Background: an optimization exercise with open tools, aiming at small area. Do not read the settings as production practice. Function was checked by simulation only, so behaviour that the tests miss may differ from the original. Power figures rest on the tool's default switching activity, not on a simulated workload.

==> flow/design.v <==
package sdctrl_pkg;
    typedef enum logic [1:0] {
        RESP_NONE        = 2'd0,
        RESP_SHORT       = 2'd1,     
        RESP_SHORT_NOCRC = 2'd2,     
        RESP_LONG        = 2'd3      
    } sd_resp_class_e;
    typedef enum logic [2:0] {
        INITIALISE = 3'd0,
        IDLE       = 3'd1,
        WRITECMD   = 3'd2,
        READ       = 3'd3,
        AWAIT      = 3'd4
    } sd_phy_state_e;
    typedef struct packed {
        logic [47:0]    cmd;
        sd_resp_class_e resp_class;
    } sd_cmd_req_t;
    typedef struct packed {
        logic level;
        logic rise;
        logic fall;
    } sd_clk_t;
    typedef struct packed {
        logic [135:0] data;                  
        logic         crc_err;
        logic         timeout;
    } sd_resp_t;
endpackage
`timescale 1ns/1ps
module sdctrl_top (
    input  logic                    sdctrl_clock_i,
    input  logic                    rst_i,
    input  logic [49:0]             req_i,       
    input  logic                    start_i,
    output logic                    ready_o,
    output logic [137:0]            resp_o,      
    output logic                    finish_o,
    output logic                    sdclk_o,
    output logic                    cmd_o,
    output logic                    cmd_oe_o,
    input  logic                    resp_i
);
    localparam int RING = 135;
    localparam int TAP  = 131;
    typedef enum logic [3:0] {
        S_INIT  = 4'd0,
        S_IDLE  = 4'd1,
        S_TX    = 4'd2,
        S_TXD   = 4'd3,
        S_WAIT  = 4'd4,
        S_SHIFT = 4'd5,
        S_CHK   = 4'd6,
        S_RXD   = 4'd7,
        S_FIN   = 4'd8
    } state_e;
    state_e           state;
    logic             div_q;
    logic             level_q;
    logic [7:0]       cnt;
    logic [1:0]       cls;
    logic [6:0]       crc;
    logic             cmd_q;
    logic             oe_q;
    logic [RING-1:0]  ring;
    logic rise, fall;
    assign rise = level_q & ~div_q;
    assign fall = ~level_q & ~div_q;
    always_ff @(posedge sdctrl_clock_i) begin
        if (rst_i) begin
            div_q   <= 1'b0;
            level_q <= 1'b1;
        end else begin
            div_q <= ~div_q;
            if (div_q) level_q <= ~level_q;
        end
    end
    logic load, take, last, crc_en, crc_fb;
    assign load   = (state == S_IDLE) && start_i;
    assign take   = rise && ((state == S_WAIT && !resp_i) || state == S_SHIFT);
    assign last   = (cnt == ((&cls) ? 8'd134 : 8'd46));
    assign crc_en = cls[0] && !last && (!cls[1] || cnt >= 8'd7);
    assign crc_fb = crc[6] ^ resp_i;
    always_ff @(posedge sdctrl_clock_i) begin
        if (rst_i) begin
            state <= S_INIT;
            cnt   <= '0;
            cmd_q <= 1'b1;
            oe_q  <= 1'b0;
        end else begin
            case (state)
                S_INIT: begin
                    if (rise) begin
                        if (cnt == 8'd74) state <= S_IDLE;
                        else              cnt   <= cnt + 1'b1;
                    end
                end
                S_IDLE: begin
                    if (start_i) begin
                        state <= S_TX;
                        cnt   <= '0;
                    end
                end
                S_TX: begin
                    cnt <= cnt + 1'b1;
                    if (fall) begin
                        if (cnt[7:2] == 6'd48) begin
                            state <= S_TXD;
                            cmd_q <= 1'b1;
                            oe_q  <= 1'b0;
                        end else begin
                            cmd_q <= ring[TAP + cnt[1:0]];
                            oe_q  <= 1'b1;
                        end
                    end
                end
                S_TXD: begin
                    cnt   <= '0;
                    state <= (cls == 2'd0) ? S_FIN : S_WAIT;
                end
                S_WAIT: begin
                    if (rise) begin
                        if (!resp_i) begin
                            state <= S_SHIFT;
                            cnt   <= '0;
                        end else if (cnt == 8'd63) begin
                            state <= S_RXD;              
                        end else begin
                            cnt <= cnt + 1'b1;
                        end
                    end
                end
                S_SHIFT: begin
                    if (rise) begin
                        if (last) state <= S_CHK;        
                        else      cnt   <= cnt + 1'b1;
                    end
                end
                S_CHK:   state <= S_RXD;
                S_RXD:   state <= S_FIN;
                S_FIN:   state <= S_IDLE;
                default: state <= S_INIT;
            endcase
        end
    end
    always_ff @(posedge sdctrl_clock_i) begin
        if (load) cls <= req_i[1:0];
    end
    always_ff @(posedge sdctrl_clock_i) begin
        if (load) begin
            crc <= '0;
        end else if (take && state == S_SHIFT && crc_en) begin
            crc <= {crc[5:3], crc[2] ^ crc_fb, crc[1:0], crc_fb};
        end
    end
    logic keep, ring_in;
    assign keep    = (cnt[1:0] == 2'd0) && (cnt <= 8'd56);
    assign ring_in = (state == S_TX) ? (keep & ring[RING-1])
                   : take            ? resp_i
                   :                   ring[RING-1];
    always_ff @(posedge sdctrl_clock_i) begin
        ring[0] <= ring_in;
    end
    for (genvar i = 1; i < RING; i++) begin : g_ring
        localparam int B = (i % 4 == TAP % 4 && i <= TAP) ? 47 - (TAP - i) / 4
                         : (i % 4 == (TAP + RING) % 4 && i > TAP - 4 * 47 + RING - 4)
                                                           ? 47 - (TAP + RING - i) / 4
                         : -1;
        if (B >= 0) begin : g_load
            always_ff @(posedge sdctrl_clock_i) begin
                if (load) ring[i] <= req_i[2 + B];
                else      ring[i] <= ring[i-1];
            end
        end else begin : g_shift
            always_ff @(posedge sdctrl_clock_i) begin
                ring[i] <= ring[i-1];
            end
        end
    end
    for (genvar j = 0; j < 135; j++) begin : g_resp
        assign resp_o[2 + j] = ring[(4 * j + 2) % RING];
    end
    assign resp_o[137] = 1'b0;
    assign resp_o[1]   = |crc;
    assign resp_o[0]   = cnt[0];
    assign ready_o  = (state == S_IDLE);
    assign finish_o = (state == S_FIN);
    assign sdclk_o  = level_q;
    assign cmd_o    = cmd_q;
    assign cmd_oe_o = oe_q;
endmodule
==> flow/flow/run.sh <==
#!/bin/bash
# Standard ORFS layout (the standard.sh, standard synthesis unchanged) with two
# layout choices changed:
#  - port buffers use the smallest buffer cell (buffer_ports -buffer_cell);
#  - clock tree synthesis uses smaller clock buffers and no dummy loads.
# Each tool's full output goes to the ORFS logs under orfs/logs; make's own output
# goes to run_make.log here.
set -euo pipefail
cd "$(dirname "$0")/.."
CTS="-sink_clustering_enable -repair_clock_nets -dont_use_dummy_load"
CTS="$CTS -buf_list sky130_fd_sc_hd__clkbuf_4 -sink_clustering_size 20 -sink_clustering_max_diameter 60"
bash standard.sh \
  "BUFFER_PORTS_ARGS=-buffer_cell sky130_fd_sc_hd__buf_1" \
  "CTS_ARGS=$CTS" \
  finish > run_make.log 2>&1
==> flow/standard.sh <==
#!/bin/bash
# synth_recipe.tcl (not shown) runs the flow's synth.tcl, then flattens the netlist and writes it again
# the make line also repeats each setting of config.mk as NAME=value (left out here)
make -C /OpenROAD-flow-scripts/flow DESIGN_CONFIG=/design/flow/config.mk WORK_HOME=/design/flow/orfs CLKGATE_MAP_FILE= SYNTH_SCRIPT=/design/flow/synth_recipe.tcl "${@:-finish}"
==> flow/config.mk <==
export PLATFORM = sky130hd
export DESIGN_NAME = sdctrl_top
export DESIGN_NICKNAME = sdctrl_top
export VERILOG_FILES = /design/flow/design.v
export SDC_FILE = /design/flow/constraint.sdc
export NUM_CORES = 4
export LEC_CHECK = 0
export CAP_MARGIN = 20
export CORE_MARGIN = 2
export CORE_UTILIZATION = 40
export SLEW_MARGIN = 20
==> flow/constraint.sdc <==
create_clock -name core_clock -period 5.0 [get_ports {sdctrl_clock_i}]
set_input_delay 1.0000 -clock core_clock [delete_from_list [all_inputs] [get_ports {sdctrl_clock_i}]]
set_output_delay 1.0000 -clock core_clock [all_outputs]
set_load 0.01 [all_outputs]
==> results.txt, run 1 <==
Synth
Sequential cells were found to cover between 60% and 70% of the synthesized design area. Yosys mapped a number of flops with a built-in enable equal to 2. A synthesized cell averages around 13 µm².

Yosys mapped the design onto 55 distinct sky130hd cell types. When the netlist entered floorplanning its net count stood at roughly 440. The total of flip-flops plus latches after synthesis is 160. The proportion of register bits with asynchronous set or reset after synthesis is 0%. Among all flip-flop cells after synthesis, the most frequent one is sky130_fd_sc_hd__dfxtp_1. The gate count after technology mapping is ~380. For this run, the number of Yosys warnings is 1. The mapped netlist covers approximately 0.0049 mm².

STA
The clock period minus worst slack is about 2800 ps. Between clock sinks in the finished design, the worst skew comes to approximately 35 ps. The final setup violation count is 0.

The tightest hold margin is around 330 ps. The worst path setup slack after routing is between 2000 and 2500 ps. The share of the clock period used by the worst path is a little under three fifths.

The final-report hold violation count is 0. Derived from the worst setup path, the maximum achievable clock frequency is approximately 360 MHz. The headroom to the max-slew limit is 50.5%. The actual transition at the worst max-transition pin is between 700 and 800 ps. Summed over all failing endpoints, the final setup total negative slack is 0 ps. The final count of pins violating max slew is 0. Setup repair after global routing left no endpoint under its margin.

Floorplanning
The number of placement rows is 40. The core outline area is around 0.012 mm². In this run the vertical extent of the chip is roughly 110 µm. The x dimension of the die is 114 µm. The boundary pin count is 197. The full die area is between 0.01 and 0.015 mm². For this configuration, the core starts out at a cell density of a little over 40%.

Placed design
The worst slack at placement is approximately 2100 ps. The area after detailed placement is approximately 0.0057 mm². The number of port buffers is between 150 and 200. The cell total after placement is 701. The wire-length estimate of the detail-placed layout is roughly 7900 µm. Routability-driven placement finished with a final weighted congestion of 0.800.

Setup path
For the worst setup path, the data arrival time is 1800 ps. The largest individual stage delay along the critical path comes from the cell sky130_fd_sc_hd__dfxtp_1. Of all nets on the critical path, the largest fanout is 12. The worst setup path is launched from a flip-flop. The nature of the critical path endpoint is an output pin. Data on the critical path is required at its endpoint by around 4000 ps. The worst register-to-register path has a setup slack of roughly 2500 ps.

The maximum single-stage delay on the critical path is between 500 and 600 ps. The kind of cell with the highest combined delay along the critical path is flip-flops. The critical path goes through nand2b_1 > nor3_1 > buf_1. The total buffers and inverters traversed by the critical path is 1. The number of cells on the worst reg-to-reg path is 5.

The worst register-to-register path begins at state[0]. The worst register-to-register path ends at ring[91]. The path type of the worst setup path is flip-flop to output pin.

Finish
The utilization of the core after routing is between 40% and 50%. Compared with the post-synthesis result, the final layout area differs by 19.2%. The final instance count without filler cells is ~720. 0 antenna diodes ended up in the layout. The final layout contains 630 nets.

The fraction of layout instances using a drive strength above 1 is approximately 5.6%. The final instance area is approximately 0.0058 mm². Fill cells in the final layout number around 1200.

Routing
Once detail routing completed, the nets flagged for antenna violations numbered 0. The number of design-rule violations left by the first detailed-router iteration is 220. The routed design has ~11000 µm of wire. The post-detailed-route wirelength per cell is between 15 and 20 µm.

The remaining routing DRC violations is 0. The vias per cell is 4.95. The first TritonRoute pass finished after 4 iterations. The detailed router placed roughly 3600 vias in this run.

Pwr
Power spread over the standard cell area amounts to ~380 mW/mm². The design draws about 2.2 mW. The analysis attributes to cell leakage a power of 2.20 nW. IR analysis of the VDD net gives a maximum drop of a little over 200 µV.

Run
The max-cap check violation count is 0.

Global routing
Summed over all layers, the global routing overflow is 0. For this run, the total global-route usage over all layers was measured as about 17%. The via count of the first global-routing pass was 3324. The first global-routing pass estimated 16800 µm of wire.

Entering global routing, the biggest net connects between 40 and 50 pins. The number of antenna violations at the first check in global routing is 0.

Min path
The worst hold path terminates at ring[92]. Along the worst hold path, the cell count comes to 0. The path category of the worst min-delay check is flip-flop to flip-flop. The start point of the worst min-delay path is ring[91].

Clocking
The deepest clock path buffer count is 2. The master cell of the clock root buffer is sky130_fd_sc_hd__clkbuf_4. The clock tree from TritonCTS is done. The maximum level of the CTS H-tree is 4.

Buffers added to address setup during post-CTS repair amount to 0. TritonCTS created 17 clock buffers. Buffers inserted to repair hold after CTS numbered 0. Post-CTS repair changed the size of 0 cells.

The post-CTS clock slew at the launch and capture registers of the worst setup and hold paths is roughly 110 ps. The number of sinks on the clock net is 160. The clock latency of the later-clocked register in the worst-skew pair is 530 ps.

Status
The run finished with no timing, DRC or antenna violations.
sequential cells by signal, summed over array words and instances (netlist names):
name     cells
cls          2
cmd_q        1
cnt          8
crc          7
div_q        1
level_q      1
oe_q         1
ring       135
state        4
worst register-to-register path, stage by stage (launching register included):
cell and delay [ps]:
sky130_fd_sc_hd__dfxtp_1 550, sky130_fd_sc_hd__nand2b_1 170, sky130_fd_sc_hd__nor3_1 330, sky130_fd_sc_hd__and2_4 610, sky130_fd_sc_hd__buf_4 360, sky130_fd_sc_hd__mux2_1 340
final cells by class:
type / count / area, µm² / share of cell area [%]
flip-flops and latches: 160 / 3220 / 55.5
multi-input cells: 193 / 1510 / 26.0
repair buffers: 196 / 739 / 12.7
well taps: 147 / 184 / 3.17
clock buffers: 17 / 128 / 2.20
inverters: 5 / 18.8 / 0.323
Yosys cell counts (all sizes together), types with 4 or more instances:
master	number	area share, %
nand3	17	1.7
nor2	14	1.1
a31oi	6	0.77
nor3	8	0.82
inv	5	0.39
a21oi	15	1.6
buf	13	1.9
clkbuf	7	0.54
mux2	48	11
nor4	6	0.90
o21ai	11	1.1
dfxtp	158	65
nand2b	7	0.90
o41ai	4	0.72
nand2	6	0.46
power breakdown:
| group | switching (mW) | total, mW | internal, mW |
|---|---|---|---|
| Clock | 0.364 | 0.520 | 0.156 |
| Combinational | 0.132 | 0.224 | 0.0911 |
| Sequential | 0.0683 | 1.47 | 1.40 |
| Total | 0.565 | 2.21 | 1.64 |
layout by cell type (no fill, tap or decap), drive strengths merged, types with 3 or more instances in the layout:
master / netlist / routed
buf: 13 / 196
dfxtp: 158 / 158
mux2: 48 / 48
nand3: 17 / 17
clkbuf: 7 / 17
a21oi: 15 / 15
nor2: 14 / 14
o21ai: 11 / 11
nor3: 8 / 8
nand2b: 7 / 7
nand2: 6 / 6
a31oi: 6 / 6
nor4: 6 / 6
inv: 5 / 5
o41ai: 4 / 4
nor4b: 3 / 3
nor2b: 3 / 3
o311ai: 3 / 3
or4: 3 / 3
ha: 3 / 3
o211ai: 3 / 3
and3: 3 / 3
layer usage:
metal / up-vias / GRT usage, % / part of all wire (%)
met5: - / 0 / 0
met4: 0 / 8.05 / 1.4
met3: 12 / 5.72 / 7.4
met2: 161 / 26.6 / 47
met1: 1660 / 20.8 / 44
li1: 1723 / - / -
worst max path at each step:
| stage | from | endpoint | slack (ps) | cells after the start |
|---|---|---|---|---|
| after floorplan | resp_i | state[1] | 2800 | 4 |
| after global placement | start_i | ring[15] | 2130 | 4 |
| after detailed placement | start_i | ring[7] | 2110 | 4 |
| after CTS | state[0] | ready_o | 2170 | 3 |
| after global routing | state[0] | ready_o | 2080 | 3 |
| final | state[0] | ready_o | 2200 | 3 |
cell families (layout without fill, tap and decap cells):
logic type / count (synthesis) / after routing / share of synthesized area, %
flops: 160 / 160 / 66.2
simple gates: 82 / 82 / 9.95
compound gates: 55 / 55 / 7.79
mux: 50 / 50 / 12.0
buf+inv: 25 / 218 / 2.80
fa+ha+maj: 3 / 3 / 0.771
xor+xnor: 2 / 2 / 0.360
other cells: 1 / 1 / 0.0770
==> inputs of run 2 (changes only) <==
--- a/flow/flow/run.sh
+++ b/flow/flow/run.sh
@@ -8,7 +8,7 @@
 set -euo pipefail
 cd "$(dirname "$0")/.."
 CTS="-sink_clustering_enable -repair_clock_nets -dont_use_dummy_load"
-CTS="$CTS -buf_list sky130_fd_sc_hd__clkbuf_4 -sink_clustering_size 20 -sink_clustering_max_diameter 60"
+CTS="$CTS -buf_list sky130_fd_sc_hd__clkbuf_4 -sink_clustering_size 12 -sink_clustering_max_diameter 60"
 bash standard.sh \
   "BUFFER_PORTS_ARGS=-buffer_cell sky130_fd_sc_hd__buf_1" \
   "CTS_ARGS=$CTS" \
==> run 2 against run 1 <==
Sequential share of layout area unchanged; critical endpoint unchanged; still clean; highest routed layer unchanged; area after synthesis unchanged; global-route usage unchanged; clock skew unchanged; maximum frequency unchanged; flip-flop and latch count unchanged; non-clock buffer count unchanged; final cell count unchanged.
==> results.txt, run 2 <==
Synth
The synthesized area is 0.00487 mm² (unchanged). The dominant cell by count in the synthesized netlist is sky130_fd_sc_hd__dfxtp_1 (unchanged). The total of flip-flops plus latches after synthesis is 160 (unchanged). The fraction of the yosys area taken by sequential cells is 66.2% (unchanged). The proportion of register bits with asynchronous set or reset after synthesis was 0% (unchanged). The synthesized netlist net count was 435 (unchanged). The gate count after technology mapping is 378 (unchanged). The main flop type after synthesis was sky130_fd_sc_hd__dfxtp_1 (unchanged).

The library cell with the largest summed area after synthesis is sky130_fd_sc_hd__dfxtp_1 (unchanged). Synth cell count leaders: sky130_fd_sc_hd__dfxtp_1 (158), sky130_fd_sc_hd__mux2_1 (48), sky130_fd_sc_hd__nand3_1 (17) (unchanged). The area share of the leading cell type in the synthesized netlist is 65.0% (unchanged). The number of enable-type register cells in the synthesized netlist is 2 (unchanged). The warning count from the yosys run was 1 (unchanged). Top post-synthesis cells by area: sky130_fd_sc_hd__dfxtp_1 (65%), sky130_fd_sc_hd__mux2_1 (11%), sky130_fd_sc_hd__nand3_1 (1.7%) (unchanged). The count of unique library cells instantiated by Yosys is 55 (unchanged). The mean post-synth cell area is 12.9 µm² (unchanged).

Floorplanning
The boundary pin count is 197 (unchanged). The number of placement rows is 40 (unchanged). The y dimension of the die was 114 µm (unchanged).

The full die area came to 0.0131 mm² (unchanged). The core outline area came to 0.0120 mm² (unchanged). The x dimension of the die is 114 µm (unchanged). The starting density of the core is 40.7% (unchanged).

Finish
The filler cell count in the final layout came to 1157 (unchanged). The final-stage net count was 630 (unchanged). The layout overhead on the synthesized area is 19.2% (unchanged).

Top flop regs: ring x135, cnt x8, crc x7 (unchanged). The final instance area is 0.00580 mm² (unchanged). The fraction of layout instances using a drive strength above 1 is 5.60% (unchanged). The register with the highest flop count is ring (unchanged).

The flip-flop count of the largest register, all copies and words added is 135 (unchanged). Top library cells by usage in the layout, fill and taps aside: sky130_fd_sc_hd__buf_1 (195), sky130_fd_sc_hd__dfxtp_1 (158), sky130_fd_sc_hd__mux2_1 (48) (unchanged). The final instance count without filler cells is 718 (unchanged). The most frequent standard cell in the layout excluding fill and tap cells is sky130_fd_sc_hd__buf_1 (unchanged). The diode insertion count for antenna repair is 0 (unchanged).

Global routing
The number of antenna violations at the first check in global routing is 0 (unchanged). The overall global routing resource usage is 16.9% (unchanged). The first-pass GRT wire length came to 16800 µm (unchanged). The total overflow reported by the global router came to 0 (unchanged). The via count of the first global-routing pass is 3324 (unchanged). The pin count of the biggest net entering global routing is 44 (unchanged).

STA
Setup repair after global routing missed its margin: no (unchanged). The share of the clock period used by the worst path is 56.1% (unchanged). The setup skew after layout was 34.9 ps (unchanged).

The clock period minus worst slack came to 2800 ps (unchanged). The headroom to the max-slew limit is 50.5% (unchanged). The final count of pins violating max slew was 0 (unchanged).

The actual transition at the worst max-transition pin came to 743 ps (unchanged). The final setup violation count is 0 (unchanged). The aggregate negative setup slack is 0 ps (unchanged). The highest clock frequency the design can meet is 357 MHz (unchanged). The final-report hold violation count is 0 (unchanged).

Routing
The post-detailed-route wirelength per cell is 15.2 µm (unchanged). The vias per cell is 4.95 (unchanged). The final wirelength is 10900 µm (unchanged). The post-detailed-route count of antenna-violating nets is 0 (unchanged).

The number of detailed-route iterations in the first pass is 4 (unchanged). The remaining routing DRC violations is 0 (unchanged). The vias after detailed routing was 3556 (unchanged). The number of design-rule violations left by the first detailed-router iteration is 220 (unchanged).

Pwr
The standby leakage power is 2.20 nW (unchanged). The overall power was 2.21 mW (unchanged). The total power divided by cell area is 381 mW/mm² (unchanged). The largest vdd supply drop is 202 µV (unchanged).

Clocking
The clock latency of the later-clocked register in the worst-skew pair is 530 ps (about the same). The post-CTS clock slew at the launch and capture registers of the worst setup and hold paths is 110 ps (about the same). The deepest clock path buffer count is 2 (unchanged). The number of sinks on the clock net was 160 (unchanged). The number of post-CTS setup repair buffers is 0 (unchanged). The maximum level of the CTS H-tree is 4 (unchanged). The number of hold buffers added after cts is 0 (unchanged). The master cell of the clock root buffer is sky130_fd_sc_hd__clkbuf_4 (unchanged). The total of cells resized after clock tree synthesis is 0 (unchanged). The clock tree from TritonCTS is done (unchanged). The CTS buffer count is 17 (unchanged).

Min path
The path category of the worst min-delay check is flip-flop to flip-flop (unchanged).

Setup path
The nature of the critical path endpoint is an output pin (unchanged). The cell type of the slowest stage on the worst timing path is sky130_fd_sc_hd__dfxtp_1 (unchanged). The worst path arrival time came to 1800 ps (about the same). The family with the most delay on the worst path is flip-flops (unchanged).

The total buffers and inverters traversed by the critical path is 1 (unchanged). Worst-path cell chain: nand2b_1 > nor3_1 > buf_1 (unchanged). The maximum single-stage delay on the critical path is 550 ps (about the same). The highest net fanout along the worst path came to 12 (unchanged). The category of the worst setup path launch point is a flip-flop (unchanged). The path type of the worst setup path is flip-flop to output pin (unchanged). The required time at the endpoint of the critical path is 4000 ps (about the same).

Placed design
The detailed placer's ending HPWL is 7940 µm (unchanged). The number of port buffers is 195 (unchanged). The weighted congestion at the end of routability-driven global placement is 0.800 (unchanged). The cell total after placement is 701 (unchanged).

The area after detailed placement is 0.00567 mm² (unchanged).

Status
Status: finished clean (unchanged).

Run
The max-cap check violation count is 0 (unchanged).
run 2: cells by family after synthesis:
family / after synthesis / synth area share, %
multiplexers: 50 / 12.0
AND/OR/NAND/NOR: 82 / 9.95
flip-flops: 160 / 66.2
buffers and inverters: 25 / 2.80
other: 1 / 0.0770
adder cells (fa/ha/maj): 3 / 0.771
XOR/XNOR: 2 / 0.360
AO/OA/AOI/OAI: 55 / 7.79
run 2: worst paths after layout:
kind	slack (ps)	to	cells past startpoint	startpoint
worst max-delay path	2200	ready_o	3	state[0]
worst min register to register	330	ring[92]	0	ring[91]
worst max register to register	2520	ring[91]	5	state[0]
worst min-delay path	330	ring[92]	0	ring[91]
run 2: worst register-to-register path, stage by stage (launching register included):
cell	delay, ps
sky130_fd_sc_hd__dfxtp_1	550
sky130_fd_sc_hd__nand2b_1	170
sky130_fd_sc_hd__nor3_1	330
sky130_fd_sc_hd__and2_4	610
sky130_fd_sc_hd__buf_4	360
sky130_fd_sc_hd__mux2_1	340
run 2: area by class of cell:
class / count / area [µm²] / share of cell area (%)
Sequential cell: 160 / 3220 / 55.5
Multi-Input combinational cell: 193 / 1510 / 26.0
Timing Repair Buffer: 196 / 739 / 12.7
Tap cell: 147 / 184 / 3.17
Clock buffer: 17 / 128 / 2.20
Inverter: 5 / 18.8 / 0.323
run 2: power breakdown:
group	internal (mW)	leakage (nW)	switching (mW)	total [mW]
clock	0.156	0.0782	0.364	0.520
sequential	1.40	1.30	0.0683	1.47
combinational	0.0911	0.819	0.132	0.224
total	1.64	2.20	0.565	2.21
run 2: routing by layer:
metal  GRT usage (%)  vias to the layer above  wire [µm]
li1                -                     1723          -
met1            20.8                     1660       4770
met2            26.6                      161       5150
met3            5.72                       12        804
met4            8.05                        0        157
met5               0                        -          0
run 2: metrics by stage:
| stage | hold slack (ps) | utilization, % | worst slack (ps) |
|---|---|---|---|
| after floorplan | 382 | - | 2800 |
| after global placement | 329 | 47.4 | 2130 |
| after detailed placement | 335 | 47.4 | 2110 |
| after CTS | 333 | 48.5 | 2170 |
| after global routing | 335 | 48.5 | 2080 |
| final | 329 | 48.5 | 2200 |
==> inputs of run 3 (changes only) <==
--- a/flow/flow/run.sh
+++ b/flow/flow/run.sh
@@ -8,7 +8,7 @@
 set -euo pipefail
 cd "$(dirname "$0")/.."
 CTS="-sink_clustering_enable -repair_clock_nets -dont_use_dummy_load"
-CTS="$CTS -buf_list sky130_fd_sc_hd__clkbuf_4 -sink_clustering_size 12 -sink_clustering_max_diameter 60"
+CTS="$CTS -buf_list {sky130_fd_sc_hd__clkbuf_4 sky130_fd_sc_hd__clkbuf_8} -sink_clustering_size 20 -sink_clustering_max_diameter 60"
 bash standard.sh \
   "BUFFER_PORTS_ARGS=-buffer_cell sky130_fd_sc_hd__buf_1" \
   "CTS_ARGS=$CTS" \
==> run 3 against run 2 <==
Clock power increased by 32%; worst hold slack better by 8.9 ps; combinational power about the same; sequential share of layout area decreased by 1.0 points; register-to-register slack barely moved; critical path type unchanged; critical endpoint unchanged.
==> results.txt, run 3 <==
Status
Status: finished clean (unchanged).

Setup path
The worst path arrival time is 1730 ps (was 1800 ps). The maximum single-stage delay on the critical path is 550 ps (about the same). The required time at the endpoint of the critical path is 4000 ps (about the same). The cell type of the slowest stage on the worst timing path is sky130_fd_sc_hd__dfxtp_1 (unchanged). The path type of the worst setup path is flip-flop to output pin (unchanged).

The category of the worst setup path launch point is a flip-flop (unchanged). The nature of the critical path endpoint is an output pin (unchanged). Worst-path cell chain: nand2b_1 > nor3_1 > buf_1 (unchanged). The highest net fanout along the worst path was 12 (unchanged).

Routing
The vias after detailed routing is 3571 (was 3556). The post-detailed-route count of antenna-violating nets is 0 (unchanged). The remaining routing DRC violations was 0 (unchanged). The final wirelength is 11000 µm (was 10900 µm). The post-detailed-route wirelength per cell is 15.4 µm (was 15.2 µm). The vias per cell is 4.97 (was 4.95). The number of detailed-route iterations in the first pass is 4 (unchanged).

The number of design-rule violations left by the first detailed-router iteration was 210 (was 220).

Finish
The diode insertion count for antenna repair is 0 (unchanged). The register with the highest flop count is ring (unchanged). The final-stage net count is 630 (unchanged). The flip-flop count of the largest register, all copies and words added is 135 (unchanged). The most frequent standard cell in the layout excluding fill and tap cells is sky130_fd_sc_hd__buf_1 (unchanged). The fraction of layout instances using a drive strength above 1 is 5.60% (unchanged). The filler cell count in the final layout is 1140 (was 1157). The final instance count without filler cells is 718 (unchanged). The combined flip-flop and latch cell area is 0.00322 mm² (unchanged).

The layout overhead on the synthesized area came to 21.4% (was 19.2%). The area of combinational cells with multiple inputs is 0.00151 mm² (unchanged). Top flop regs: ring x135, cnt x8, crc x7 (unchanged). Top library cells by usage in the layout, fill and taps aside: sky130_fd_sc_hd__buf_1 (195), sky130_fd_sc_hd__dfxtp_1 (158), sky130_fd_sc_hd__mux2_1 (48) (unchanged).

Floorplanning
The x dimension of the die came to 114 µm (unchanged). The number of placement rows came to 40 (unchanged). The y dimension of the die was 114 µm (unchanged). The full die area came to 0.0131 mm² (unchanged).

The starting density of the core is 40.7% (unchanged). The boundary pin count was 197 (unchanged). The core outline area is 0.0120 mm² (unchanged).

Pwr
The overall power is 2.38 mW (was 2.21 mW). The standby leakage power is 2.25 nW (was 2.20 nW). The total power divided by cell area is 402 mW/mm² (was 381 mW/mm²). The largest vdd supply drop is 210 µV (was 202 µV).

Clocking
The clock tree from TritonCTS is done (unchanged). The number of hold buffers added after cts is 0 (unchanged). The total of cells resized after clock tree synthesis came to 0 (unchanged).

The clock latency of the later-clocked register in the worst-skew pair is 440 ps (was 530 ps). The number of post-CTS setup repair buffers is 0 (unchanged). The master cell of the clock root buffer is sky130_fd_sc_hd__clkbuf_8 (was sky130_fd_sc_hd__clkbuf_4). The post-CTS clock slew at the launch and capture registers of the worst setup and hold paths is 70 ps (was 110 ps).

The maximum level of the CTS H-tree was 4 (unchanged). The CTS buffer count is 17 (unchanged). The number of sinks on the clock net is 160 (unchanged). The deepest clock path buffer count is 2 (unchanged).

Global routing
The pin count of the biggest net entering global routing is 44 (unchanged). The overall global routing resource usage is 17.0% (was 16.9%). The number of antenna violations at the first check in global routing is 0 (unchanged). The first-pass GRT wire length is 16800 µm (about the same).

The total overflow reported by the global router is 0 (unchanged). The via count of the first global-routing pass was 3320 (was 3324).

Synth
The number of enable-type register cells in the synthesized netlist is 2 (unchanged). The area share of the leading cell type in the synthesized netlist came to 65.0% (unchanged). The gate count after technology mapping was 378 (unchanged). Top post-synthesis cells by area: sky130_fd_sc_hd__dfxtp_1 (65%), sky130_fd_sc_hd__mux2_1 (11%), sky130_fd_sc_hd__nand3_1 (1.7%) (unchanged). The synthesized area came to 0.00487 mm² (unchanged). The compound-gate portion of the synthesized area was 7.79% (unchanged). The dominant cell by count in the synthesized netlist is sky130_fd_sc_hd__dfxtp_1 (unchanged). The main flop type after synthesis is sky130_fd_sc_hd__dfxtp_1 (unchanged).

Synth cell count leaders: sky130_fd_sc_hd__dfxtp_1 (158), sky130_fd_sc_hd__mux2_1 (48), sky130_fd_sc_hd__nand3_1 (17) (unchanged). The combinational family with the most area after synthesis is multiplexers (unchanged). The fraction of synthesized area in multiplexers is 12.0% (unchanged). The fraction of the yosys area taken by sequential cells was 66.2% (unchanged). The mean post-synth cell area is 12.9 µm² (unchanged). The count of unique library cells instantiated by Yosys is 55 (unchanged). The library cell with the largest summed area after synthesis is sky130_fd_sc_hd__dfxtp_1 (unchanged). The simple-gate area share of the yosys netlist is 9.95% (unchanged).

The share of the synthesized netlist area taken by xor and xnor gates is 0.360% (unchanged). The adder-cell area share of the yosys netlist was 0.771% (unchanged). The warning count from the yosys run was 1 (unchanged). The total of flip-flops plus latches after synthesis is 160 (unchanged). The proportion of register bits with asynchronous set or reset after synthesis is 0% (unchanged).

The synthesized netlist net count is 435 (unchanged).

STA
The clock period minus worst slack was 2730 ps (was 2800 ps). The actual transition at the worst max-transition pin came to 751 ps (was 743 ps). The headroom to the max-slew limit was 49.9% (was 50.5%). The aggregate negative setup slack is 0 ps (unchanged). The final count of pins violating max slew is 0 (unchanged). The highest clock frequency the design can meet was 367 MHz (was 357 MHz). The final setup violation count is 0 (unchanged). The share of the clock period used by the worst path was 54.5% (was 56.1%). The setup skew after layout is 21.8 ps (was 34.9 ps).

Setup repair after global routing missed its margin: no (unchanged). The final-report hold violation count is 0 (unchanged).

Placed design
The number of port buffers was 195 (unchanged). The cell total after placement is 701 (unchanged). The weighted congestion at the end of routability-driven global placement is 0.800 (unchanged). The detailed placer's ending HPWL was 7940 µm (unchanged).

Min path
The path category of the worst min-delay check is flip-flop to flip-flop (unchanged).

Run
The max-cap check violation count is 0 (unchanged).
[run 3: cells by family (layout without fill, tap and decap cells)]
logic type	after synthesis	in the layout
AND/OR/NAND/NOR	82	82
flip-flops	160	160
buffers and inverters	25	218
adder cells (fa/ha/maj)	3	3
XOR/XNOR	2	2
multiplexers	50	50
AO/OA/AOI/OAI	55	55
other	1	1
[run 3: area by class of cell]
cell class	count	area share (%)
multi-input cells	193	25.6
inverters	5	0.318
flip-flops and latches	160	54.5
well taps	147	3.11
clock buffers	17	3.96
repair buffers	196	12.5
[run 3: power by group]
part | internal, mW | total [mW] | switching [mW]
logic | 0.0912 | 0.224 | 0.133
clock network | 0.300 | 0.687 | 0.387
registers | 1.40 | 1.47 | 0.0686
total | 1.79 | 2.38 | 0.589
[run 3: stage by stage]
stage,util [%],instance area [µm²],hold slack (ps),worst slack [ps]
2_1_floorplan,-,4870,382,2800
3_3_place_gp,47.4,5670,329,2130
3_5_place_dp,47.4,5670,335,2110
4_1_cts,49.4,5910,342,2190
5_1_grt,49.4,5910,349,2180
6_report,49.4,5910,338,2270
[run 3: final timing paths]
path | startpoint | endpoint | slack, ps | depth (start not counted)
max | state[0] | ready_o | 2270 | 3
max reg2reg | state[0] | ring[91] | 2520 | 5
min reg2reg | ring[91] | ring[92] | 340 | 0
min | ring[91] | ring[92] | 340 | 0
[run 3: critical path: cells and delay by family, from the launching register on]
family / cells / cell delay (ps)
flip-flops: 1 / 550
buffers and inverters: 1 / 250
AND/OR/NAND/NOR: 2 / 500
[run 3: routing by layer]
metal | share of wire, % | wire, µm | track usage (%)
met3 | 8.1 | 889 | 7.46
met5 | 0 | 0 | 0
met4 | 1.0 | 115 | 6.67
met2 | 47 | 5200 | 26.5
met1 | 44 | 4820 | 20.8
==> inputs of run 4 (changes only) <==
--- a/flow/flow/run.sh
+++ b/flow/flow/run.sh
@@ -8,7 +8,7 @@
 set -euo pipefail
 cd "$(dirname "$0")/.."
 CTS="-sink_clustering_enable -repair_clock_nets -dont_use_dummy_load"
-CTS="$CTS -buf_list {sky130_fd_sc_hd__clkbuf_4 sky130_fd_sc_hd__clkbuf_8} -sink_clustering_size 20 -sink_clustering_max_diameter 60"
+CTS="$CTS -buf_list sky130_fd_sc_hd__clkbuf_4 -sink_clustering_size 20 -sink_clustering_max_diameter 60 -root_buf sky130_fd_sc_hd__clkbuf_8"
 bash standard.sh \
   "BUFFER_PORTS_ARGS=-buffer_cell sky130_fd_sc_hd__buf_1" \
   "CTS_ARGS=$CTS" \
==> run 4 against run 3 <==
Maximum frequency up 1.1%; routed wire length is 1.2% lower; total power decreased by 6.6%; core utilization decreased by 0.84 points; first-iteration DRC count is 4.8% higher; non-clock buffer count stayed put; design area fell by 1.7%; critical path type unchanged; critical endpoint unchanged; largest power group unchanged.
==> results.txt, run 4 <==
Status
Status: finished clean (unchanged).

Routing
The post-detailed-route count of antenna-violating nets is 0 (unchanged). The vias after detailed routing is 3547 (was 3571). The remaining routing DRC violations was 0 (unchanged).

The final wirelength was 10900 µm (was 11000 µm). The number of design-rule violations left by the first detailed-router iteration is 220 (was 210). The vias per cell is 4.94 (was 4.97). The number of detailed-route iterations in the first pass came to 4 (unchanged). The post-detailed-route wirelength per cell is 15.2 µm (was 15.4 µm).

Synth
Synth cell count leaders: sky130_fd_sc_hd__dfxtp_1 (158), sky130_fd_sc_hd__mux2_1 (48), sky130_fd_sc_hd__nand3_1 (17) (unchanged). The gate count after technology mapping is 378 (unchanged). The proportion of register bits with asynchronous set or reset after synthesis came to 0% (unchanged). The main flop type after synthesis is sky130_fd_sc_hd__dfxtp_1 (unchanged). The dominant cell by count in the synthesized netlist is sky130_fd_sc_hd__dfxtp_1 (unchanged).

The total of flip-flops plus latches after synthesis came to 160 (unchanged). The fraction of the yosys area taken by sequential cells came to 66.2% (unchanged). The library cell with the largest summed area after synthesis is sky130_fd_sc_hd__dfxtp_1 (unchanged). The mean post-synth cell area is 12.9 µm² (unchanged). The synthesized area came to 0.00487 mm² (unchanged). Top post-synthesis cells by area: sky130_fd_sc_hd__dfxtp_1 (65%), sky130_fd_sc_hd__mux2_1 (11%), sky130_fd_sc_hd__nand3_1 (1.7%) (unchanged). The synthesized netlist net count is 435 (unchanged). The number of enable-type register cells in the synthesized netlist is 2 (unchanged). The area share of the leading cell type in the synthesized netlist is 65.0% (unchanged). The count of unique library cells instantiated by Yosys is 55 (unchanged).

The warning count from the yosys run is 1 (unchanged).

Finish
The register with the highest flop count was ring (unchanged). Top library cells by usage in the layout, fill and taps aside: sky130_fd_sc_hd__buf_1 (195), sky130_fd_sc_hd__dfxtp_1 (158), sky130_fd_sc_hd__mux2_1 (48) (unchanged). The final-stage net count is 630 (unchanged). The layout overhead on the synthesized area is 19.4% (was 21.4%).

Top flop regs: ring x135, cnt x8, crc x7 (unchanged). The fraction of layout instances using a drive strength above 1 is 5.60% (unchanged). The most frequent standard cell in the layout excluding fill and tap cells is sky130_fd_sc_hd__buf_1 (unchanged).

The flip-flop count of the largest register, all copies and words added came to 135 (unchanged). The diode insertion count for antenna repair is 0 (unchanged).

Floorplanning
The core outline area was 0.0120 mm² (unchanged). The full die area is 0.0131 mm² (unchanged). The boundary pin count came to 197 (unchanged). The starting density of the core is 40.7% (unchanged). The number of placement rows is 40 (unchanged). The y dimension of the die was 114 µm (unchanged).

The x dimension of the die came to 114 µm (unchanged).

STA
The actual transition at the worst max-transition pin is 742 ps (was 751 ps). Setup repair after global routing missed its margin: no (unchanged). The highest clock frequency the design can meet is 371 MHz (was 367 MHz). The clock period minus worst slack was 2700 ps (was 2730 ps).

The tightest hold margin is 329 ps (was 338 ps). The share of the clock period used by the worst path was 53.9% (was 54.5%). The headroom to the max-slew limit is 50.5% (was 49.9%). The final-report hold violation count is 0 (unchanged).

The final count of pins violating max slew is 0 (unchanged). The final setup violation count came to 0 (unchanged). The setup skew after layout came to 34.8 ps (was 21.8 ps).

The aggregate negative setup slack is 0 ps (unchanged).

Pwr
The fraction of power spent switching nets is 25.5% (was 24.8%). The combinational group share of total power is 10.1% (was 9.4%). The cell-internal power is 1.66 mW (was 1.79 mW). The clock share of power is 23.9% (was 28.9%). The total power divided by cell area is 382 mW/mm² (was 402 mW/mm²).

The standby leakage power is 2.20 nW (was 2.25 nW). The power spent charging and discharging nets came to 0.566 mW (was 0.589 mW). The overall power was 2.22 mW (was 2.38 mW). The largest vdd supply drop is 202 µV (was 210 µV).

The part of the power in registers came to 66.0% (was 61.7%).

Clocking
The number of sinks on the clock net is 160 (unchanged). The number of post-CTS setup repair buffers is 0 (unchanged). The deepest clock path buffer count is 2 (unchanged). The clock latency of the later-clocked register in the worst-skew pair is 430 ps (was 440 ps). The clock tree from TritonCTS is done (unchanged). The post-CTS clock slew at the launch and capture registers of the worst setup and hold paths is 110 ps (was 70 ps).

The total of cells resized after clock tree synthesis was 0 (unchanged). The CTS buffer count is 17 (unchanged). The number of hold buffers added after cts is 0 (unchanged). The master cell of the clock root buffer is sky130_fd_sc_hd__clkbuf_8 (unchanged). The maximum level of the CTS H-tree is 4 (unchanged).

Global routing
The pin count of the biggest net entering global routing was 44 (unchanged). The number of antenna violations at the first check in global routing is 0 (unchanged). The overall global routing resource usage was 16.9% (was 17.0%). The total overflow reported by the global router came to 0 (unchanged). The via count of the first global-routing pass is 3324 (was 3320).

The first-pass GRT wire length is 16800 µm (about the same).

Placed design
The number of port buffers is 195 (unchanged). The detailed placer's ending HPWL is 7940 µm (unchanged). The weighted congestion at the end of routability-driven global placement is 0.800 (unchanged).

Run
The max-cap check violation count was 0 (unchanged).

Setup path
The required time at the endpoint of the critical path came to 4000 ps (about the same). The worst path arrival time is 1700 ps (was 1730 ps). The nature of the critical path endpoint is an output pin (unchanged).

The highest net fanout along the worst path is 12 (unchanged). The path type of the worst setup path is flip-flop to output pin (unchanged). The category of the worst setup path launch point was a flip-flop (unchanged).

Min path
The path category of the worst min-delay check was flip-flop to flip-flop (unchanged).
run 4: cell types whose count changed in the layout (fill, tap and decap cells not counted):
cell                       change
sky130_fd_sc_hd__clkbuf_8     -16
sky130_fd_sc_hd__clkbuf_4     +16
run 4: metal layers:
| layer | global-route usage (%) | up-vias | part of all wire [%] |
|---|---|---|---|
| met3 | 5.72 | 12 | 7.3 |
| met5 | 0 | - | 0 |
| met4 | 8.05 | 0 | 1.4 |
| met2 | 26.6 | 156 | 47 |
| li1 | - | 1722 | - |
| met1 | 20.8 | 1657 | 44 |
run 4: per-stage QoR:
stage	cells	setup slack (ps)	cell area, µm²	utilization [%]
after floorplan	378	2800	4870	-
after CTS	718	2190	5810	48.6
after detailed placement	701	2110	5670	47.4
after global placement	701	2130	5670	47.4
final	718	2300	5810	48.6
after global routing	718	2210	5810	48.6
run 4: worst max-delay path, cell delays in order (launching register included):
cell                       delay [ps]
sky130_fd_sc_hd__dfxtp_1          550
sky130_fd_sc_hd__nand2b_1         170
sky130_fd_sc_hd__nor3_1           330
sky130_fd_sc_hd__buf_1            250
run 4: final timing paths:
check	slack, ps	cells past startpoint	endpoint	start
setup / recovery	2300	3	ready_o	state[0]
hold / removal	330	0	ring[92]	ring[91]
hold reg to reg	330	0	ring[92]	ring[91]
setup reg to reg	2520	5	ring[91]	state[0]
run 4: logic make-up (layout without fill, tap and decap cells):
family,count (synthesis),after routing,synth area share [%]
multiplexers,50,50,12.0
flip-flops,160,160,66.2
adder cells (fa/ha/maj),3,3,0.771
AND/OR/NAND/NOR,82,82,9.95
buffers and inverters,25,218,2.80
other,1,1,0.0770
XOR/XNOR,2,2,0.360
AO/OA/AOI/OAI,55,55,7.79
run 4: power by group through the flow:
stage	logic, mW	clock network (mW)	registers [mW]
after global routing	0.246	0.615	1.48
after floorplan	0.0721	0	1.53
final	0.224	0.532	1.47
after CTS	0.227	0.566	1.47
after detailed placement	0.225	0	1.50
after global placement	0.225	0	1.49
run 4: layout make-up:
cell class	count	area, µm²
Fill cell	1156	6150
Tap cell	147	184
Inverter	5	18.8
Sequential cell	160	3220
Clock buffer	17	134
Timing Repair Buffer	196	739
Multi-Input combinational cell	193	1510
==> inputs of run 5 (changes only) <==
==> flow/run.sh (new file) <==
#!/bin/bash
# synth_recipe.tcl (not shown) runs the flow's synth.tcl, then flattens the netlist and writes it again
# the make line also repeats each setting of config.mk as NAME=value (left out here)
make -C /OpenROAD-flow-scripts/flow DESIGN_CONFIG=/design/flow/config.mk WORK_HOME=/design/flow/orfs CLKGATE_MAP_FILE= SYNTH_SCRIPT=/design/flow/synth_recipe.tcl finish
removed: flow/flow/run.sh
removed: flow/standard.sh
==> run 5 against run 4 <==
Core utilization grew 14 points; worst setup slack worse by 400 ps; routed wire length is 14% higher; flip-flop and latch count stayed put; via count grew 0.93%; sequential power about the same; combinational power increased by about 70%; first-iteration DRC count rose by 7.7%; synthesized cell count did not move; count of clock-buffer cells in the layout grew 3; largest power group unchanged; clock power is 140% higher; still clean; largest cell class unchanged.
==> results.txt, run 5 <==
STA
The final setup violation count is 0 (unchanged). The aggregate negative setup slack is 0 ps (unchanged). The setup skew after layout is 8.71 ps (was 34.8 ps).

The actual transition at the worst max-transition pin is 680 ps (was 742 ps). The final-report hold violation count is 0 (unchanged). The share of the clock period used by the worst path is 61.9% (was 53.9%).

Setup repair after global routing missed its margin: no (unchanged). The clock period minus worst slack is 3090 ps (was 2700 ps). The final count of pins violating max slew was 0 (unchanged). The headroom to the max-slew limit was 54.5% (was 50.5%). The highest clock frequency the design can meet was 323 MHz (was 371 MHz).

Synth
The gate count after technology mapping was 378 (unchanged). The mean post-synth cell area is 12.9 µm² (unchanged). Top post-synthesis cells by area: sky130_fd_sc_hd__dfxtp_1 (65%), sky130_fd_sc_hd__mux2_1 (11%), sky130_fd_sc_hd__nand3_1 (1.7%) (unchanged).

The area share of the leading cell type in the synthesized netlist came to 65.0% (unchanged). The library cell with the largest summed area after synthesis is sky130_fd_sc_hd__dfxtp_1 (unchanged). The fraction of the yosys area taken by sequential cells is 66.2% (unchanged). The main flop type after synthesis is sky130_fd_sc_hd__dfxtp_1 (unchanged). The total of flip-flops plus latches after synthesis was 160 (unchanged).

The dominant cell by count in the synthesized netlist is sky130_fd_sc_hd__dfxtp_1 (unchanged). The count of unique library cells instantiated by Yosys was 55 (unchanged). The warning count from the yosys run is 1 (unchanged).

The synthesized area is 0.00487 mm² (unchanged). The number of enable-type register cells in the synthesized netlist came to 2 (unchanged). Synth cell count leaders: sky130_fd_sc_hd__dfxtp_1 (158), sky130_fd_sc_hd__mux2_1 (48), sky130_fd_sc_hd__nand3_1 (17) (unchanged). The synthesized netlist net count is 435 (unchanged). The proportion of register bits with asynchronous set or reset after synthesis is 0% (unchanged).

Floorplanning
The full die area is 0.0131 mm² (unchanged). The x dimension of the die is 114 µm (unchanged). The y dimension of the die is 114 µm (unchanged). The number of placement rows is 40 (unchanged). The starting density of the core was 40.7% (unchanged).

The core outline area is 0.0120 mm² (unchanged). The boundary pin count is 197 (unchanged).

Setup path
The launch point of the worst reg-to-reg path is state[0] (unchanged). The timing startpoint of the critical path is state[0] (unchanged). The required time at the endpoint of the critical path is 4000 ps (about the same).

The nature of the critical path endpoint is an output pin (unchanged). The highest net fanout along the worst path came to 12 (unchanged). The worst path arrival time was 2090 ps (was 1700 ps).

The critical path capture point was ready_o (unchanged). The family with the most delay on the worst path was buffers and inverters (was flip-flops). The cell type of the slowest stage on the worst timing path is sky130_fd_sc_hd__clkdlybuf4s50_1 (was sky130_fd_sc_hd__dfxtp_1). The path type of the worst setup path is flip-flop to output pin (unchanged).

The total buffers and inverters traversed by the critical path is 1 (unchanged). Worst-path cell chain: nand2b_1 > nor3_1 > clkdlybuf4s50_1 (was nand2b_1 > nor3_1 > buf_1). The number of cells on the worst reg-to-reg path is 5 (unchanged). The maximum single-stage delay on the critical path was 650 ps (was 550 ps). The flop-to-flop setup slack came to 2380 ps (was 2520 ps).

The category of the worst setup path launch point is a flip-flop (unchanged). The endpoint of the most critical register-to-register path is ring[107] (was ring[91]). The number of gates on the worst path with buffers counted was 3 (unchanged).

Global routing
The overall global routing resource usage is 18.5% (was 16.9%). The total overflow reported by the global router was 0 (unchanged). The pin count of the biggest net entering global routing came to 36 (was 44). The first-pass GRT wire length is 18400 µm (was 16800 µm). The via count of the first global-routing pass is 3416 (was 3324). The number of antenna violations at the first check in global routing is 0 (unchanged).

Clocking
The master cell of the clock root buffer is sky130_fd_sc_hd__clkbuf_16 (was sky130_fd_sc_hd__clkbuf_8). The CTS buffer count is 17 (unchanged). The clock latency of the later-clocked register in the worst-skew pair is 410 ps (was 430 ps). The clock tree from TritonCTS is done (unchanged). The maximum level of the CTS H-tree is 4 (unchanged). The number of sinks on the clock net is 160 (unchanged). The number of hold buffers added after cts is 0 (unchanged).

The post-CTS clock slew at the launch and capture registers of the worst setup and hold paths is 60 ps (was 110 ps). The total of cells resized after clock tree synthesis was 0 (unchanged). The number of post-CTS setup repair buffers was 0 (unchanged). The deepest clock path buffer count came to 2 (unchanged).

Pwr
The total power divided by cell area is 419 mW/mm² (was 382 mW/mm²). The standby leakage power is 2.88 nW (was 2.20 nW). The largest vdd supply drop is 245 µV (was 202 µV).

Finish
The flip-flop count of the largest register, all copies and words added is 135 (unchanged). The filler cell count in the final layout was 980 (was 1156). The final-stage net count is 630 (unchanged). The fraction of layout instances using a drive strength above 1 is 8.02% (was 5.60%). The register with the highest flop count is ring (unchanged). Top flop regs: ring x135, cnt x8, crc x7 (unchanged).

The final instance count without filler cells is 733 (was 718). The most frequent standard cell in the layout excluding fill and tap cells is sky130_fd_sc_hd__clkdlybuf4s50_1 (was sky130_fd_sc_hd__buf_1). The utilization of the core after routing is 62.6% (was 48.6%).

The layout overhead on the synthesized area is 53.9% (was 19.4%). Top library cells by usage in the layout, fill and taps aside: sky130_fd_sc_hd__clkdlybuf4s50_1 (195), sky130_fd_sc_hd__dfxtp_1 (158), sky130_fd_sc_hd__mux2_1 (48) (was sky130_fd_sc_hd__buf_1 (195), sky130_fd_sc_hd__dfxtp_1 (158), sky130_fd_sc_hd__mux2_1 (48)). The diode insertion count for antenna repair is 0 (unchanged).

Placed design
The weighted congestion at the end of routability-driven global placement is 0.912 (was 0.800). The cell total after placement is 701 (unchanged). The number of port buffers was 195 (unchanged). The detailed placer's ending HPWL was 9070 µm (was 7940 µm).

Routing
The post-detailed-route wirelength per cell was 16.9 µm (was 15.2 µm). The number of design-rule violations left by the first detailed-router iteration is 237 (was 220). The number of detailed-route iterations in the first pass is 4 (unchanged). The vias after detailed routing was 3580 (was 3547).

The final wirelength came to 12400 µm (was 10900 µm). The vias per cell is 4.88 (was 4.94). The remaining routing DRC violations is 0 (unchanged).

The post-detailed-route count of antenna-violating nets was 0 (unchanged).

Status
Status: finished clean (unchanged).

Min path
The path category of the worst min-delay check is flip-flop to flip-flop (unchanged).

Run
The max-cap check violation count came to 0 (unchanged).
==> run 5: cell families after synthesis <==
logic type / synth area share, %
muxes: 12.0
xor gates and xnor gates: 0.360
other: 0.0770
and+or+nand+nor: 9.95
adders and majority gates: 0.771
buffers and inverters: 2.80
DFF: 66.2
AOI/OAI and AO/OA: 7.79
==> run 5: final cells by class <==
type / instances / area, µm² / area share (%)
flip-flops and latches: 160 / 3220 / 43.0
repair buffers: 196 / 1960 / 26.2
multi-input cells: 193 / 1510 / 20.1
clock buffers: 20 / 467 / 6.23
well taps: 147 / 184 / 2.45
clock inverters: 12 / 131 / 1.75
inverters: 5 / 18.8 / 0.251
==> run 5: stage by stage <==
stage | setup WS [ps] | total power, mW | hold slack [ps] | cell area [µm²]
final | 1910 | 3.14 | 345 | 7490
after global routing | 1740 | 3.25 | 353 | 7490
after CTS | 1890 | 3.17 | 349 | 7490
after detailed placement | 1900 | 1.88 | 335 | 6890
after global placement | 1930 | 1.87 | 331 | 6890
after floorplan | 2800 | 1.60 | 382 | 4870
==> run 5: worst min-delay path by stage <==
| stage | start | end | slack [ps] | depth (start not counted) |
|---|---|---|---|---|
| finish | ring[15] | ring[16] | 350 | 0 |
| global placement | ring[72] | ring[73] | 330 | 0 |
| detailed placement | ring[9] | ring[10] | 340 | 0 |
| global route | ring[29] | ring[30] | 350 | 0 |
| floorplan | ring[99] | ring[100] | 380 | 0 |
| CTS | ring[48] | ring[49] | 350 | 0 |
==> run 5: routing by layer <==
layer / part of all wire, % / vias up / wire length (µm) / GRT usage, %
met4: 0.68 / 0 / 84 / 5.61
met1: 44 / 1689 / 5500 / 23.1
met2: 47 / 153 / 5780 / 29.5
met5: 0 / - / 0 / 0
li1: - / 1730 / - / -
met3: 8.1 / 8 / 1000 / 7.57
==> run 5: where the power goes <==
part           internal, mW  switching, mW
Sequential             1.40         0.0686
Combinational         0.238          0.142
Clock                 0.776          0.512
Total                  2.41          0.722

## re-timing with driven ports
No port has a modelled driver above. Below, the same layouts with a new extraction and two added sets of constraints. Step 1, drivers: a clkbuf_16 drives sdctrl_clock_i and a buf_2 each remaining input, both assumed. Step 2 also shifts input and output timing later by t, the mid clock arrival at the registers, as if the neighbouring blocks saw the same clock. a / b / c = ideal ports / drivers / drivers and shift; a / b = the first two.
run | t (ns) | setup WS [ns] | worst setup path at the end | worst data-port slew with drivers (ns)
run 1 | 0.550 | 2.197 / 2.162 / 2.391 | input to register | 0.04
run 2 | 0.550 | 2.197 / 2.162 / 2.391 | input to register | 0.04
run 3 | 0.467 | 2.275 / 2.237 / 2.387 | input to register | 0.04
run 4 | 0.444 | 2.304 / 2.267 / 2.391 | input to register | 0.04
run 5 | 0.443 | 1.907 / 1.870 / 1.919 | input to register | 0.06
After both steps setup and hold are still met in every run listed.
